Source: an optimization exercise on an open RTL-to-GDS flow (aim: small area, a short achievable clock period and few clock cycles per item). Production flows keep margins and buffers that such runs may drop.
Only simulation tests tie the RTL to the original design; equivalence was not proved.
No activity file was given, so power comes from the tool's default toggle rates.

Setup of build 60:
## rda_top
module rda_top (
	input  logic        clk,
	input  logic        rst,
	input  logic [63:0] req_a,
	input  logic [63:0] req_b,
	input  logic        req_cin,
	input  logic        req_valid,
	output logic        req_credit,
	output logic [64:0] rsp_sum,
	output logic        rsp_valid,
	input  logic        rsp_credit
);
Settings: LEC_CHECK=0, CAP_MARGIN=20, CORE_MARGIN=2, CORE_UTILIZATION=40, CTS_CLUSTER_DIAMETER=80, CTS_CLUSTER_SIZE=30, GPL_TIMING_DRIVEN=0, SETUP_SLACK_MARGIN=1.75, SLEW_MARGIN=20, SYNTH_HIERARCHICAL=1; clock period 3.6 ns.
standard.sh (not shown) runs the stock make flow with config.mk's settings and CLKGATE_MAP_FILE= SYNTH_SCRIPT=/design/flow/synth_recipe.tcl, a recipe that flattens the netlist after the stock synthesis.
==> flow/flow/run.sh <==
#!/bin/bash
# Layout flow: the standard synthesis and ORFS flow, with the port buffers
# made from plain buffers (buf_1, resized later by timing repair) instead of the
# delay cells buffer_ports picks by default.
set -euo pipefail
cd "$(dirname "$0")/.."
bash standard.sh synth > synth.log 2>&1
bash standard.sh "BUFFER_PORTS_ARGS=-buffer_cell sky130_fd_sc_hd__buf_1" finish > layout.log 2>&1
test -f out/final.def
Testbench counts of build 60, summed over its fixed seeds: cycles 16,024, items 16,000.
Here is what was changed in the inputs of build 96 compared with build 60.
- setting TNS_END_PERCENT to 10 for the first time
- removing GPL_TIMING_DRIVEN (formerly 0)
==> notes.md <==
Build 96: no failed stages, no open violations at the end. Going from build 60 to build 96, via count of the first global-routing pass neither gained nor lost much, inverter count of the layout excluding clock inverters shows a reduction of 1, cell area after placement saw a decrease, share of total power in sequential cells rose by 1.1 points, final area now sits lower. NOTE: area growth from synthesis to final layout in build 96 falls short of that of build 60.
Inputs modified between build 96 and build 18:
- TNS_END_PERCENT: 10 -> 30
### Flow results
- The flow did not stop early for build 18: all stages ran, and the layout cleared the timing, DRC and antenna checks.
- Re worst setup slack: build 18 is 0.0071 ns down on build 96.
- From build 96 to build 18, die area did not move at all.
- In build 18 the fraction of power consumed by the clock network turned out 0.3 points lower than in build 96.
- For build 96, the source of the critical timing path was u_buffer.u_out.rsp_sum[27]$_DFF_P_, unlike build 18, where it was u_buffer.u_out.rsp_sum[16]$_DFF_P_.

rda_top again, from the RTL that the note above started with.
==> flow/design.v (excerpt) <==
module rda_top (
	input  logic        clk,
	input  logic        rst,
	input  logic [63:0] req_a,
	input  logic [63:0] req_b,
	input  logic        req_cin,
	input  logic        req_valid,
	output logic        req_credit,
	output logic [64:0] rsp_sum,
	output logic        rsp_valid,
	input  logic        rsp_credit
);
export LEC_CHECK = 0
export CAP_MARGIN = 20
export CORE_MARGIN = 2
export CORE_UTILIZATION = 50
export CTS_CLUSTER_DIAMETER = 80
export CTS_CLUSTER_SIZE = 30
export SETUP_SLACK_MARGIN = 1.75
export SLEW_MARGIN = 20
export SYNTH_HIERARCHICAL = 1
create_clock -name core_clock -period 3.6 [get_ports {clk}]
Scripts as last shown in full above: flow/flow/run.sh
The baseline produced a clean layout.
Testbench counts at the start, summed over its fixed seeds: cycles 16,024, items 16,000.
Next try:
--- a/flow/config.mk
+++ b/flow/config.mk
@@ -10 +10 @@
-export CORE_UTILIZATION = 50
+export CORE_UTILIZATION = 40
@@ -12,0 +13 @@
+export PLACE_DENSITY = 0.7
What happened: The new run completed with no timing, DRC or antenna violations. Register-to-register slack improved by 0.05 ns. Via count goes up by 1.2%. First-iteration DRC count goes up by about 14%. Power goes up by about 1.1%. Utilization goes down by 11 points.
Next try:
--- a/flow/config.mk
+++ b/flow/config.mk
@@ -11 +11 @@
-export CTS_CLUSTER_DIAMETER = 80
+export CTS_CLUSTER_DIAMETER = 60
@@ -13 +12,0 @@
-export PLACE_DENSITY = 0.7
=> The new run finished clean; wire length went up by 3.5%; setup slack gains 0.0048 ns; power rises by 7.3%; design area increases by 1.9%; die area does not change; critical path depth does not change; via count rose by 0.73%.
Next try:
--- a/flow/config.mk
+++ b/flow/config.mk
@@ -11 +11 @@
-export CTS_CLUSTER_DIAMETER = 60
+export CTS_CLUSTER_DIAMETER = 80
@@ -13 +13 @@
-export SETUP_SLACK_MARGIN = 1.75
+export SETUP_SLACK_MARGIN = 1.82
Outcome: The new run completed with no timing, DRC or antenna violations; setup slack gets better by 0.0081 ns; area after synthesis does not change; worst hold slack improves by 0.014 ns.

Setup of run a:
Starting RTL as in the previous note.
clock: 3.6 ns
lec_check: 0
cap_margin: 20
core_margin: 2
core_utilization: 40
cts_cluster_diameter: 80
cts_cluster_size: 30
setup_slack_margin: 1.75
slew_margin: 20
synth_hierarchical: 1
Scripts as last shown in full above: flow/flow/run.sh
Run a completed end to end with timing, DRC and antenna clean.
Testbench counts of run a, summed over its fixed seeds: cycles 16,024, items 16,000.
Relative to run a, the following input files were edited for run b:
Settings: swapping 1.75 for 1.7 in SETUP_SLACK_MARGIN.
Findings:
In the tables for run a and run b, worst-case setup slack after placement reads higher with run b. When run b is measured against run a, its area of combinational cells with multiple inputs turns out about 1.2% lower. Run b vs. run a: final cell count now smaller; data arrival at the endpoint of the critical path now larger; final critical delay including setup and external delays now larger; global-route usage now smaller. Relative to run a, the part of the power in combinational logic of run b is lower by 0.3 points. On overall via count from detail_route: between run a and run b, it ends up higher for run a. Relative to run a, run b improves design area. Run b vs run a — layout net count dropped 11.

[port drivers added, routing unchanged]
How much do the figures lean on ideal ports? The routed layouts below were timed once more, with nothing changed but the port constraints.
Step 1, drivers: a clkbuf_16 drives clk and a buf_2 each remaining input, both assumed.
Step 2 times the ports against the registers' clock, not the clock port: input delays grow and output delays shrink by t, the midpoint of the rising clock arrivals with the driver on.
a / b / c = ideal / step 1 / step 2; a / b = the first two.
run	t (ns)	slack for setup (ns)	worst setup path after step 2	cell pins on the clock port's net
build 60	0.625	1.756 / 1.698 / 1.255	input to register	1
build 96	0.647	1.678 / 1.620 / 1.153	input to register	1
build 18	0.627	1.671 / 1.615 / 1.177	input to register	1
the first run of note 2	0.633	1.785 / 1.731 / 1.261	input to register	1
the second run of note 2	0.645	1.781 / 1.724 / 1.251	input to register	1
the third run of note 2	0.624	1.786 / 1.728 / 1.254	input to register	1
the fourth run of note 2	0.621	1.794 / 1.739 / 1.344	input to register	1
run a	0.631	1.783 / 1.728 / 1.243	input to register	1
run b	0.645	1.743 / 1.689 / 1.212	input to register	1
After both steps setup and hold are still met in every run listed. For run a, which loses most, drivers alone change the setup slack by -0.055 ns; drivers and shift together by -0.540 ns.
